Background: an optimization exercise with open tools, aiming at small area, a short achievable clock period and few clock cycles per item. Do not read the settings as production practice. Only simulation tests tie the RTL to the original design; equivalence was not proved.

==> flow/design.v, too long to show whole: its modules and the start of the top module <==
// module tns_enc_s0: 295 lines
// module tns_enc_s1: 277 lines
// module tns_enc_s2: 199 lines
// module tns_enc_s3: 160 lines
// module tns_link_top: 159 lines
module tns_link_top (
    input  logic        clock,
    input  logic        rst_n,
    input  logic        in_valid,
    input  logic [23:0] in_data,
    input  logic        out_credit,
    output logic        in_credit,
    output logic        out_valid,
    output logic [27:0] out_code,
    output logic [23:0] out_data
);
  // ...
==> flow/flow/run.sh <==
#!/bin/bash
# The standard layout, with port buffers of a plain buffer cell.
set -euo pipefail
export BUFFER_PORTS_ARGS="-buffer_cell sky130_fd_sc_hd__buf_1"
bash standard.sh finish > standard_flow.log 2>&1
==> flow/standard.sh <==
#!/bin/bash
# synth_recipe.tcl (not shown) runs the flow's synth.tcl, then flattens the netlist and writes it again
# the make line also repeats each setting of config.mk as NAME=value (left out here)
make -C /OpenROAD-flow-scripts/flow DESIGN_CONFIG=/design/flow/config.mk WORK_HOME=/design/flow/orfs CLKGATE_MAP_FILE= SYNTH_SCRIPT=/design/flow/synth_recipe.tcl "${@:-finish}"
==> flow/config.mk <==
export PLATFORM = sky130hd
export DESIGN_NAME = tns_link_top
export DESIGN_NICKNAME = tns_link_top
export VERILOG_FILES = /design/flow/design.v
export SDC_FILE = /design/flow/constraint.sdc
export NUM_CORES = 4
export LEC_CHECK = 0
export ABC_AREA = 1
export CAP_MARGIN = 20
export CORE_MARGIN = 2
export CORE_UTILIZATION = 40
export CTS_BUF_LIST = sky130_fd_sc_hd__clkbuf_8 sky130_fd_sc_hd__clkbuf_16
export CTS_CLUSTER_DIAMETER = 100
export CTS_CLUSTER_SIZE = 35
export SLEW_MARGIN = 20
==> flow/constraint.sdc <==
create_clock -name core_clock -period 45.0 [get_ports {clock}]
set_input_delay 9.0000 -clock core_clock [delete_from_list [all_inputs] [get_ports {clock}]]
set_output_delay 9.0000 -clock core_clock [all_outputs]
set_load 0.01 [all_outputs]
==> results.toml, run 1 <==
[critical_path]
worst_ep_arrival_time_ns = 1.08
cp-endpoint = "out_code[8]"
endpoint_kind = "output pin"
required_ns = 36.00
cp_cell_sequence = "buf_1"
max_stage_delay_ns = 0.38

[yosys]
synth_top_area_frac = 0.4472
ys_types = 58
synth_area_sq_um = 14840
yosysSeqAreaShare = 0.4879
avgSynthCellArea_sq_um = 8.592
synth-seq-cells = 245
synth_top_family_by_area = "simple AND/OR/NAND/NOR gates"

[layout]
seq_area_sq_um = 7241
n_all_inverters = 235
clkbuf_count = 13
finish.net_count = 1876
largest_register_ffs = 26

[global_routing]
grt_util_met1 = 0.1921
grt_start_max_net_pins = 54
met3_usage = 0.01506

[routing]
avgRoutedWirePerCell_um = 12.06
vias = 10890
first_pass_iters = 5
dr.max_layer_used = "met4"

[hold_path]
hold_class = "reg -> reg"
worstHoldEndpoint = "d3[4]$_DFFE_PP_"

[timing]
whs_ns = 0.4112
grt_setup_unrepaired = "false"
worst_pin_slew_ns = 0.8252
post-route-min-period_ns = 10.08

[clocking]
post-cts-setup-buffers = 0
cts.sinks = 245
clk_path_buf_depth = 3
clk_latency_ns = 0.50

[placement]
post-dp-hpwl_um = 21420

[floorplan]
start_util = 0.4053

[outcome]
status = "finished clean"
Testbench counts, summed over its fixed seeds: cycles 5,546, words 4,800.
==> inputs of run 2 (changes only) <==
--- a/flow/config.mk
+++ b/flow/config.mk
@@ -11,5 +11,5 @@
 export CORE_UTILIZATION = 40
 export CTS_BUF_LIST = sky130_fd_sc_hd__clkbuf_8 sky130_fd_sc_hd__clkbuf_16
 export CTS_CLUSTER_DIAMETER = 100
-export CTS_CLUSTER_SIZE = 35
+export CTS_CLUSTER_SIZE = 25
 export SLEW_MARGIN = 20
==> run 2 against run 1 <==
  * Utilization decreased by 0.055 points
  * Critical path type unchanged
  * Final area fell by 0.12%
  * Non-clock buffer count stayed put
  * Fmax is 0.13% higher
  * Die area unchanged
  * Synthesized cell count unchanged
  * Critical endpoint unchanged
  * Sequential cell count unchanged
  * Area after synthesis unchanged
==> results.toml, run 2 <==
[layout]
drive_gt1_frac = 0.09791
finish.net_count = 1877
antennaDiodeCount = 0
syn_to_final_growth_pct = 8.162
top_register = "cq4"
final_cell_mix = "nand2_1 (557), inv_1 (226), edfxtp_1 (221)"
fin_cells = 2286
final_common_cell = "nand2_1"
fin_area_sq_um = 16050
largest_register_ffs = 26

[yosys]
netlist_instances = 1727
yosysMostFrequentCell = "nand2_1"
ys_warn_count = 1
synth_top_area_frac = 0.4472
yosysTopAreaCell = "edfxtp_1"
avgSynthCellArea_sq_um = 8.592
async_reset_ff_frac = 0.09796
ys_types = 58
synthTopCellsByCount = "nand2_1 (557), inv_1 (224), edfxtp_1 (221), nor2_1 (121), nand3_1 (110)"
synth_area_sq_um = 14840
yosys-top-cells-area = "edfxtp_1 (45%), nand2_1 (14%), inv_1 (5.7%)"
synth_flop_cell = "edfxtp_1"
yosysSeqAreaShare = 0.4879
synth-seq-cells = 245
synth_edf_count = 221
synthesis.nets = 1792

[clocking]
path_clk_slew_ns = 0.09
hold_buffers = 0
cts_made_buffers = 14
tritoncts = "yes"
cts.sinks = 245
clk_path_buf_depth = 3
cts_root_buf = "clkbuf_16"
clk_latency_ns = 0.48
cts_resized = 0
post-cts-setup-buffers = 0
cts_max_level = 1

[outcome]
status = "finished clean"

[critical_path]
cp_max_fo = 3
required_ns = 36.00
cp_cell_sequence = "buf_1"
cp.depth = 1
cp-startpoint = "hq4[1]$_DFFE_PN0P_"
worstReg2RegStart = "r1[3]$_DFFE_PP_"
r2r_slack_ns = 35.50
cp_slowest_cell = "dfrtp_1"
cp_num_buf_inv = 1
r2r_end = "r2[2]$_DFFE_PP_"
critPathLaunchType = "flip-flop"
cp-endpoint = "out_code[8]"
crit_family = "flip-flops"
worst-setup-path-type = "reg -> out"
worst_ep_arrival_time_ns = 1.07
endpoint_kind = "output pin"
max_stage_delay_ns = 0.37
worst-r2r-cell-count = 65

[routing]
first_pass_iters = 8
first_iter_violations = 577
drt-total-wl_um = 27520
vias = 10840
avgRoutedWirePerCell_um = 12.04
antenna_left = 0
vias_per_cell = 4.743
drcViolationCount = 0

[global_routing]
antenna_found_initial = 0
first_global_vias = 10480
gr-total-overflow = 0
grt_start_max_net_pins = 54
grtUsageTotal = 0.1479
grt_pass1_wl_um = 47920

[floorplan]
design.core.area_sq_um = 36610
rows = 70
start_util = 0.4053
die_y_um = 196.6
die_x_um = 196.6
die_area_sq_um = 38660
pin_count = 82

[placement]
dp_cells = 2264
pre_cts_slack_ns = 35.26
gp_congestion = 0.8284
io_buffer_count = 81
postPlaceCellArea_sq_um = 15620
post-dp-hpwl_um = 21420

[timing]
period_share = 0.2237
post-route-min-period_ns = 10.07
relSlewSlack = 0.4429
finalWorstSetupSlack_ns = 34.93
clock_skew_ns = 0.02014
setup_violations = 0
hold_viol = 0
drv_slew = 0
fin_setup_tns_ns = 0
worst_pin_slew_ns = 0.8337
fmax_mhz = 99.34
grt_setup_unrepaired = "false"

[hold_path]
hold_class = "reg -> reg"

[run]
drv_cap = 0
## run 2: cell counts after synthesis
Identical to the previous run, type by type.
## run 2: through the flow
stage / utilization / hold slack (ns)
floorplan: - / 0.4003
global placement: 0.4266 / 0.4002
detailed placement: 0.4266 / 0.4045
CTS: 0.4384 / 0.4134
global route: 0.4384 / 0.4180
finish: 0.4384 / 0.4148
## run 2: cell type report
type	count	area, sq um
Fill cell	3567	20560
Timing Repair Buffer	87	349.1
Sequential cell	245	7241
Clock buffer	15	375.4
Inverter	235	884.6
Multi-Input combinational cell	1229	6559
Tap cell	468	585.6
Clock inverter	7	56.30
## run 2: cell families after synthesis
family | count (synthesis) | synth area share
simple gates | 979 | 0.3016
buf+inv | 253 | 0.07133
flops | 245 | 0.4879
xor+xnor | 108 | 0.06577
compound gates | 105 | 0.04216
fa+ha+maj | 37 | 0.03120
## run 2: how the worst min path moves through the flow
stage,from,to,slack (ns),cells after the start
finish,d2[22]$_DFFE_PP_,d3[22]$_DFFE_PP_,0.41,0
global route,d2[17]$_DFFE_PP_,d3[17]$_DFFE_PP_,0.42,0
CTS,d2[22]$_DFFE_PP_,d3[22]$_DFFE_PP_,0.41,0
detailed placement,cq2[25]$_DFFE_PP_,cq3[25]$_DFFE_PP_,0.40,0
global placement,d1[2]$_DFFE_PP_,d2[2]$_DFFE_PP_,0.40,0
floorplan,cq1[24]$_DFFE_PP_,cq2[24]$_DFFE_PP_,0.40,0
## run 2: metal layers
layer  share of wire  global-route usage  vias up
li1                -                   -     5750
met1            0.47              0.1927     4946
met2            0.48              0.2683      124
met3           0.031             0.01660       22
met4           0.013             0.02590        0
met5               0                   0        -
==> inputs of run 3 (changes only) <==
--- a/flow/config.mk
+++ b/flow/config.mk
@@ -9,7 +9,7 @@
 export CAP_MARGIN = 20
 export CORE_MARGIN = 2
 export CORE_UTILIZATION = 40
-export CTS_BUF_LIST = sky130_fd_sc_hd__clkbuf_8 sky130_fd_sc_hd__clkbuf_16
-export CTS_CLUSTER_DIAMETER = 100
-export CTS_CLUSTER_SIZE = 25
+export CTS_BUF_LIST = sky130_fd_sc_hd__clkbuf_16
+export CTS_CLUSTER_DIAMETER = 60
+export CTS_CLUSTER_SIZE = 30
 export SLEW_MARGIN = 20
==> run 3 against run 2 <==
  * Still clean on timing, DRC and antenna
  * Sequential cell count stayed put
  * Critical path depth stayed put
  * Area after synthesis stayed put
  * Clock-buffer cell count is 7 higher
  * Routed wire length is 1.0% higher
  * Clock skew is 0.010 ns higher
  * Sequential share of layout area is 1.2 points lower
  * Final cell count is 0.79% higher
  * Critical path type unchanged
  * Highest routed layer unchanged
==> results.toml, run 3 <==
[timing]
period_share = 0.2245
fin_setup_tns_ns = 0
grt_setup_unrepaired = "false"
clock_skew_ns = 0.03036
worst_pin_slew_ns = 0.8059
relSlewSlack = 0.4616
post-route-min-period_ns = 10.10
setup_violations = 0
hold_viol = 0
fmax_mhz = 98.97
whs_ns = 0.4116
drv_slew = 0

[floorplan]
pin_count = 82
start_util = 0.4053
die_x_um = 196.6
rows = 70
die_y_um = 196.6
design.core.area_sq_um = 36610
die_area_sq_um = 38660

[clocking]
clk_path_buf_depth = 3
clk_latency_ns = 0.54
hold_buffers = 0
tritoncts = "yes"
cts_max_level = 1
cts_root_buf = "clkbuf_16"
path_clk_slew_ns = 0.08
post-cts-setup-buffers = 0
cts_resized = 0
cts.sinks = 245
cts_made_buffers = 22

[layout]
drive_gt1_frac = 0.1089
antennaDiodeCount = 0
syn_to_final_growth_pct = 11.23
n_fill_cell = 3533
final_common_cell = "nand2_1"
seq_area_sq_um = 7241
finish.net_count = 1885
multiInputGateArea_sq_um = 6559
top_register = "cq4"
largest_register_ffs = 26
fin_area_sq_um = 16510
final_cell_mix = "nand2_1 (557), inv_1 (222), edfxtp_1 (221)"

[yosys]
yosysMostFrequentCell = "nand2_1"
yosys-top-cells-area = "edfxtp_1 (45%), nand2_1 (14%), inv_1 (5.7%)"
synth_flop_cell = "edfxtp_1"
synth_edf_count = 221
avgSynthCellArea_sq_um = 8.592
synthesis.nets = 1792
netlist_instances = 1727
async_reset_ff_frac = 0.09796
yosysSeqAreaShare = 0.4879
ys_warn_count = 1
synthTopCellsByCount = "nand2_1 (557), inv_1 (224), edfxtp_1 (221), nor2_1 (121), nand3_1 (110)"
yosysTopAreaCell = "edfxtp_1"
synth_area_sq_um = 14840
ys_types = 58
synth_top_area_frac = 0.4472
synth-seq-cells = 245

[placement]
gp_congestion = 0.8284
post-dp-hpwl_um = 21420
io_buffer_count = 81
postPlaceCellArea_sq_um = 15620

[hold_path]
hold_class = "reg -> reg"
holdCritStartpoint = "cq3[21]$_DFFE_PP_"
hold_depth = 0
worstHoldEndpoint = "cq4[21]$_DFFE_PP_"

[critical_path]
worst-setup-path-type = "reg -> out"
required_ns = 36.00
worst-r2r-cell-count = 65
endpoint_kind = "output pin"
worstReg2RegStart = "r1[3]$_DFFE_PP_"
critPathLaunchType = "flip-flop"
cp_slowest_cell = "dfrtp_1"
worst_ep_arrival_time_ns = 1.10
r2r_slack_ns = 35.49
cp_max_fo = 3
crit_family = "flip-flops"
r2r_end = "r2[2]$_DFFE_PP_"
cp_num_buf_inv = 1
cp_cell_sequence = "buf_1"
max_stage_delay_ns = 0.36

[global_routing]
grt_pass1_wl_um = 48490
grtUsageTotal = 0.1501
antenna_found_initial = 0
first_global_vias = 10610
grt_start_max_net_pins = 54
gr-total-overflow = 0

[routing]
antenna_left = 0
drcViolationCount = 0
vias_per_cell = 4.750
first_iter_violations = 581
first_pass_iters = 5
vias = 10950
drt-total-wl_um = 27790
avgRoutedWirePerCell_um = 12.06

[run]
drv_cap = 0

[outcome]
status = "finished clean"
-- run 3: changes by cell type in the layout (fill, tap and decap cells not counted) --
| cell | change |
|---|---|
| clkbuf_16 | +7 |
| clkinv_8 | +4 |
| clkinvlp_4 | +2 |
| clkinv_4 | +1 |
| clkinv_16 | +5 |
| inv_1 | -4 |
| inv_16 | +2 |
| inv_12 | +1 |
-- run 3: logic make-up (layout without fill, tap and decap cells) --
logic type	Yosys count	in the layout	synth area share
adder cells (fa/ha/maj)	37	37	0.03120
AO/OA/AOI/OAI	105	105	0.04216
flip-flops	245	245	0.4879
buffers and inverters	253	362	0.07133
AND/OR/NAND/NOR	979	979	0.3016
XOR/XNOR	108	108	0.06577
-- run 3: metal layers --
metal  global-route usage  vias to the layer above  routed length [um]
li1                     -                     5773                   -
met1               0.1935                     5002               12870
met2               0.2691                      139               13440
met3              0.01745                       31                 863
met4              0.03704                        0                 614
met5                    0                        -                   0
-- run 3: stage by stage --
stage	setup slack [ns]	utilization	instances
final	34.90	0.4509	2304
after global routing	34.34	0.4509	2304
after CTS	34.87	0.4509	2304
after detailed placement	35.26	0.4266	2264
after global placement	35.26	0.4266	2264
after floorplan	35.38	-	1727
-- run 3: how the worst max path moves through the flow --
stage,from,depth (start not counted),endpoint
after floorplan,out_credit,4,ocred[2]$_DFF_PN1_
after global placement,out_credit,4,xcred[2]$_DFF_PN1_
after detailed placement,out_credit,4,ocred[2]$_DFF_PN1_
after CTS,hq4[1]$_DFFE_PN0P_,1,out_code[8]
after global routing,r1[3]$_DFFE_PP_,66,r2[2]$_DFFE_PP_
final,hq4[1]$_DFFE_PN0P_,1,out_code[8]
-- run 3: layout make-up --
class,count,share of cell area
Clock buffer,22,0.03335
Clock inverter,18,0.02039
Inverter,235,0.05359
Multi-Input combinational cell,1229,0.3974
Sequential cell,245,0.4387
Tap cell,468,0.03548
Timing Repair Buffer,87,0.02115
==> module tns_link_top, before the edit <==
module tns_link_top (
    input  logic        clock,
    input  logic        rst_n,
    input  logic        in_valid,
    input  logic [23:0] in_data,
    input  logic        out_credit,
    output logic        in_credit,
    output logic        out_valid,
    output logic [27:0] out_code,
    output logic [23:0] out_data
);
    localparam int CAP = 5;   
    logic        a_v;
    logic [23:0] a_d;
    logic        v1;
    logic [23:0] d1;
    logic [20:0] r1;
    logic [27:23] c1;       
    logic [27:23] cn1;      
    logic [20:0] rn1;
    logic        v2;
    logic [23:0] d2;
    logic [15:0] r2;
    logic [27:17] c2;       
    logic [27:17] cn2;      
    logic [15:0] rn2;
    logic        v3;
    logic [23:0] d3;
    logic [10:0] r3;
    logic [27:11] c3;       
    logic [27:11] cn3;      
    logic [10:0] rn3;
    logic        v4;
    logic [23:0] d4;
    logic [27:0] c4;       
    logic [27:0] cn4;      
    logic        ov;
    logic [2:0]  ocred;    
    logic [2:0]  xcred;    
    logic [2:0]  rcred;    
    logic        ic;
    logic free4;
    assign free4 = !v4 || ov;
    logic free3;
    assign free3 = !v3 || free4;
    logic free2;
    assign free2 = !v2 || free3;
    logic free1;
    assign free1 = !v1 || free2;
    logic a_mv;
    assign a_mv = a_v && free1;
    logic mv1;
    assign mv1 = v1 && free2;
    logic mv2;
    assign mv2 = v2 && free3;
    logic mv3;
    assign mv3 = v3 && free4;
    logic [8:0] h1;
    assign h1 = {c1[26], c1[23], 1'b0, 1'b0, 1'b0, 1'b0, 1'b0, 1'b0, 1'b0};
    tns_enc_s0 u_s0 (.rem_i(a_d), .hist(h1), .rem_o(rn1), .code_o(cn1[27:23]));
    logic [8:0] h2;
    assign h2 = {c2[26], c2[23], c2[20], c2[17], 1'b0, 1'b0, 1'b0, 1'b0, 1'b0};
    tns_enc_s1 u_s1 (.rem_i(r1), .hist(h2), .rem_o(rn2), .code_o(cn2[22:17]));
    assign cn2[27:23] = c1[27:23];
    logic [8:0] h3;
    assign h3 = {c3[26], c3[23], c3[20], c3[17], c3[14], c3[11], 1'b0, 1'b0, 1'b0};
    tns_enc_s2 u_s2 (.rem_i(r2), .hist(h3), .rem_o(rn3), .code_o(cn3[16:11]));
    assign cn3[27:17] = c2[27:17];
    logic [8:0] h4;
    assign h4 = {c4[26], c4[23], c4[20], c4[17], c4[14], c4[11], c4[8], c4[5], c4[2]};
    tns_enc_s3 u_s3 (.rem_i(r3), .hist(h4), .code_o(cn4[10:0]));
    assign cn4[27:11] = c3[27:11];
    logic [2:0] ocred_k, xcred_k, rcred_k;
    logic [2:0] ocred_n, xcred_n, rcred_n;
    logic       b_next;
    assign ocred_k = ocred - {2'b0, ov};
    assign xcred_k = xcred - {2'b0, ic};
    assign rcred_k = rcred - {2'b0, ic};
    assign ocred_n = out_credit ? ocred_k + 3'd1 : ocred_k;
    assign xcred_n = out_credit ? xcred_k + 3'd1 : xcred_k;
    assign rcred_n = in_valid   ? rcred_k + 3'd1 : rcred_k;
    assign b_next = mv3 || (v4 && !ov);
    always_ff @(posedge clock or negedge rst_n) begin
        if (!rst_n) begin
            a_v   <= 1'b0;
            v1    <= 1'b0;
            v2    <= 1'b0;
            v3    <= 1'b0;
            v4    <= 1'b0;
            ov    <= 1'b0;
            ocred <= 3'd4;
            xcred <= 3'(CAP);
            rcred <= 3'd0;
            ic    <= 1'b0;
        end else begin
            a_v   <= in_valid || (a_v && !a_mv);
            v1    <= a_mv || (v1 && !mv1);
            v2    <= mv1 || (v2 && !mv2);
            v3    <= mv2 || (v3 && !mv3);
            v4    <= b_next;
            ov    <= b_next && (out_credit || (ocred_k != 3'd0));
            ocred <= ocred_n;
            xcred <= xcred_n;
            rcred <= rcred_n;
            ic    <= (out_credit || (xcred_k != 3'd0)) && (in_valid || (rcred_k != 3'd0));
        end
    end
    logic [27:23] cq1;
    logic [1:0] hq1;    
    assign c1 = {cq1[27], hq1[1], cq1[25], cq1[24], hq1[0]};
    logic [27:17] cq2;
    logic [1:0] hq2;    
    assign c2 = {cq2[27], cq2[26], cq2[25], cq2[24], cq2[23], cq2[22], cq2[21], hq2[1], cq2[19], cq2[18], hq2[0]};
    logic [27:11] cq3;
    logic [1:0] hq3;    
    assign c3 = {cq3[27], cq3[26], cq3[25], cq3[24], cq3[23], cq3[22], cq3[21], cq3[20], cq3[19], cq3[18], cq3[17], cq3[16], cq3[15], hq3[1], cq3[13], cq3[12], hq3[0]};
    logic [27:0] cq4;
    logic [1:0] hq4;    
    assign c4 = {cq4[27], cq4[26], cq4[25], cq4[24], cq4[23], cq4[22], cq4[21], cq4[20], cq4[19], cq4[18], cq4[17], cq4[16], cq4[15], cq4[14], cq4[13], cq4[12], cq4[11], cq4[10], cq4[9], hq4[1], cq4[7], cq4[6], hq4[0], cq4[4], cq4[3], cq4[2], cq4[1], cq4[0]};
    always_ff @(posedge clock) begin
        if (!a_v || a_mv) a_d <= in_data;
        if (a_mv) begin
            d1 <= a_d;
            r1 <= rn1;
            cq1 <= cn1;
        end
        if (mv1) begin
            d2 <= d1;
            r2 <= rn2;
            cq2 <= cn2;
        end
        if (mv2) begin
            d3 <= d2;
            r3 <= rn3;
            cq3 <= cn3;
        end
        if (mv3) begin
            d4 <= d3;
            cq4 <= cn4;
        end
    end
    always_ff @(posedge clock or negedge rst_n) begin
        if (!rst_n) begin
            hq1 <= '0;
            hq2 <= '0;
            hq3 <= '0;
            hq4 <= '0;
        end else begin
            if (a_mv) hq1 <= {cn1[26], cn1[23]};
            if (mv1) hq2 <= {cn2[20], cn2[17]};
            if (mv2) hq3 <= {cn3[14], cn3[11]};
            if (mv3) hq4 <= {cn4[8], cn4[5]};
        end
    end
    assign in_credit = ic;
    assign out_valid = ov;
    assign out_code  = c4;
    assign out_data  = d4;
endmodule
==> inputs of run 4 (changes only) <==
--- a/flow/design.v
+++ b/flow/design.v
@@ -978,7 +978,7 @@
     output logic [27:0] out_code,
     output logic [23:0] out_data
 );
-    localparam int CAP = 5;   
+    localparam int CAP = 4;   
     logic        a_v;
     logic [23:0] a_d;
     logic        v1;
@@ -1008,8 +1008,9 @@
     logic [2:0]  xcred;    
     logic [2:0]  rcred;    
     logic        ic;
+    logic [2:0]  ocred_k;
     logic free4;
-    assign free4 = !v4 || ov;
+    assign free4 = (ocred_k != 3'd0);
     logic free3;
     assign free3 = !v3 || free4;
     logic free2;
@@ -1039,7 +1040,7 @@
     assign h4 = {c4[26], c4[23], c4[20], c4[17], c4[14], c4[11], c4[8], c4[5], c4[2]};
     tns_enc_s3 u_s3 (.rem_i(r3), .hist(h4), .code_o(cn4[10:0]));
     assign cn4[27:11] = c3[27:11];
-    logic [2:0] ocred_k, xcred_k, rcred_k;
+    logic [2:0] xcred_k, rcred_k;
     logic [2:0] ocred_n, xcred_n, rcred_n;
     logic       b_next;
     assign ocred_k = ocred - {2'b0, ov};
@@ -1066,8 +1067,8 @@
             v1    <= a_mv || (v1 && !mv1);
             v2    <= mv1 || (v2 && !mv2);
             v3    <= mv2 || (v3 && !mv3);
-            v4    <= b_next;
-            ov    <= b_next && (out_credit || (ocred_k != 3'd0));
+            v4    <= 1'b0;
+            ov    <= mv3;
             ocred <= ocred_n;
             xcred <= xcred_n;
             rcred <= rcred_n;
@@ -1103,7 +1104,7 @@
             r3 <= rn3;
             cq3 <= cn3;
         end
-        if (mv3) begin
+        if (1) begin
             d4 <= d3;
             cq4 <= cn4;
         end
--- a/flow/config.mk
+++ b/flow/config.mk
@@ -9,7 +9,7 @@
 export CAP_MARGIN = 20
 export CORE_MARGIN = 2
 export CORE_UTILIZATION = 40
-export CTS_BUF_LIST = sky130_fd_sc_hd__clkbuf_16
-export CTS_CLUSTER_DIAMETER = 60
-export CTS_CLUSTER_SIZE = 30
+export CTS_BUF_LIST = sky130_fd_sc_hd__clkbuf_8 sky130_fd_sc_hd__clkbuf_16
+export CTS_CLUSTER_DIAMETER = 100
+export CTS_CLUSTER_SIZE = 25
 export SLEW_MARGIN = 20
==> run 4 against run 3 <==
  * Hold slack got worse by 0.070 ns
  * First-iteration DRC count fell by 16%
  * Highest routed layer unchanged
  * Global-route usage fell by 0.59 points
  * Fmax barely moved
  * Worst setup slack improved by 0.010 ns
==> results.toml, run 4 <==
[routing]
vias = 10780
first_pass_iters = 7
vias_per_cell = 4.709
antenna_left = 0
drt-total-wl_um = 25840
drcViolationCount = 0
first_iter_violations = 487
avgRoutedWirePerCell_um = 11.29

[critical_path]
max_stage_delay_ns = 0.40
cp_num_buf_inv = 1
cp_cell_sequence = "buf_1"
endpoint_kind = "output pin"
required_ns = 36.00
worst_ep_arrival_time_ns = 1.09
crit_family = "flip-flops"
worst-setup-path-type = "reg -> out"
critPathLaunchType = "flip-flop"
cp_slowest_cell = "dfrtp_1"
cp_max_fo = 3

[timing]
fin_setup_tns_ns = 0
hold_viol = 0
setup_violations = 0
clock_skew_ns = 0.03356
period_share = 0.2243
fmax_mhz = 99.07
post-route-min-period_ns = 10.09
grt_setup_unrepaired = "false"
drv_slew = 0
relSlewSlack = 0.4094
worst_pin_slew_ns = 0.8848

[yosys]
yosysSeqAreaShare = 0.4706
synth_area_sq_um = 14270
synth_flop_cell = "edfxtp_1"
yosys-top-cells-area = "edfxtp_1 (36%), nand2_1 (15%), dfxtp_1 (7.0%)"
yosysMostFrequentCell = "nand2_1"
synth-seq-cells = 244
synth_top_area_frac = 0.3599
synthesis.nets = 1804
ys_warn_count = 1
ys_types = 57
synth_edf_count = 171
avgSynthCellArea_sq_um = 8.204
async_reset_ff_frac = 0.09426
yosysTopAreaCell = "edfxtp_1"
netlist_instances = 1739
synthTopCellsByCount = "nand2_1 (574), inv_1 (219), edfxtp_1 (171), nand3_1 (116), nor2_1 (116)"

[layout]
final_common_cell = "nand2_1"
syn_to_final_growth_pct = 8.392
largest_register_ffs = 26
final_cell_mix = "nand2_1 (573), inv_1 (222), edfxtp_1 (171)"
fin_cells = 2289
finish.net_count = 1884
antennaDiodeCount = 0
drive_gt1_frac = 0.08534
top_register = "cq4"

[global_routing]
gr-total-overflow = 0
grtUsageTotal = 0.1441
first_global_vias = 10000
antenna_found_initial = 0
grt_pass1_wl_um = 44590
grt_start_max_net_pins = 55

[clocking]
post-cts-setup-buffers = 0
clk_path_buf_depth = 3
clk_latency_ns = 0.51
path_clk_slew_ns = 0.10
cts_max_level = 1
tritoncts = "yes"
cts_root_buf = "clkbuf_16"
cts_made_buffers = 15
hold_buffers = 0
cts_resized = 0
cts.sinks = 244

[placement]
gp_congestion = 0.8431
dp_cells = 2263
post-dp-hpwl_um = 20180
io_buffer_count = 81

[floorplan]
design.core.area_sq_um = 35310
rows = 69
die_area_sq_um = 37200
die_x_um = 192.9
die_y_um = 192.9
start_util = 0.4041
pin_count = 82

[hold_path]
hold_class = "reg -> reg"

[run]
drv_cap = 0

[outcome]
status = "finished clean"
run 4: worst paths after layout:
| path | start | endpoint | slack [ns] | cells after the start |
|---|---|---|---|---|
| worst max-delay path | ic$_DFF_PN0_ | in_credit | 34.91 | 1 |
| worst min-delay path | cq3[13]$_DFFE_PP_ | cq4[13]$_DFF_P_ | 0.34 | 0 |
| worst max register to register | a_d[1]$_DFFE_PN_ | r1[1]$_DFFE_PP_ | 35.22 | 73 |
| worst min register to register | cq3[13]$_DFFE_PP_ | cq4[13]$_DFF_P_ | 0.34 | 0 |
| max in group asynchronous | rst_n | hq3[1]$_DFFE_PN0P_ | 35.92 | 1 |
| min in group asynchronous | rst_n | ocred[0]$_DFF_PN0_ | 8.55 | 1 |
run 4: layout make-up:
cell class              instances  area [sq um]
repair buffers                 83         320.3
clock inverters                11         112.6
clock buffers                  15         375.4
fillers                      3475         19850
inverters                     244         923.4
flip-flops and latches        244          6714
well taps                     461         576.8
multi-input cells            1231          6442
run 4: kinds of logic after synthesis:
family	after synthesis	synth area share
buffers and inverters	264	0.07858
AOI/OAI and AO/OA	113	0.04613
adders and majority gates	37	0.03245
and+or+nand+nor	974	0.3066
DFF	244	0.4706
xor gates and xnor gates	107	0.06568
run 4: through the flow:
stage                       util  hold slack, ns  area, sq um  setup WS, ns
after global routing      0.4380          0.3523        15460         33.97
after detailed placement  0.4240          0.3269        14970         35.20
after global placement    0.4240          0.3250        14970         35.21
after floorplan                -          0.3233        14270         35.38
final                     0.4380          0.3412        15460         34.91
after CTS                 0.4379          0.3466        15460         34.88
run 4: metal layers:
layer	track usage	part of all wire	vias up
met1	0.1835	0.47	4880
met5	0	0	-
li1	-	-	5743
met2	0.2599	0.48	128
met3	0.01746	0.032	29
met4	0.03318	0.018	0
Testbench counts of run 4, summed over its fixed seeds: cycles 5,556, words 4,800.

[re-timing with driven ports]
No port has a modelled driver above. Below, the same layouts with a new extraction and two added sets of constraints. Step 1 (the two cells are an assumption about what drives the block):
set clk [get_ports {clock}]
set_driving_cell -lib_cell sky130_fd_sc_hd__clkbuf_16 $clk
set_driving_cell -lib_cell sky130_fd_sc_hd__buf_2 [delete_from_list [all_inputs] $clk]
Step 2, shift: input delay + t, output delay - t, t = (earliest + latest rising clock arrival at the registers) / 2. This alone moves slack from input paths to output paths. Three values: ideal ports, drivers, drivers and shift; two values: the first two.
run	t, ns	setup slack, ns	worst slew at a driven data input, ns
run 1	0.534	34.920 / 34.872 / 35.285	0.07
run 2	0.523	34.934 / 34.885 / 35.273	0.06
run 3	0.575	34.896 / 34.846 / 35.262	0.06
run 4	0.543	34.906 / 34.855 / 35.217	0.03
After both steps setup and hold are still met in every run listed.
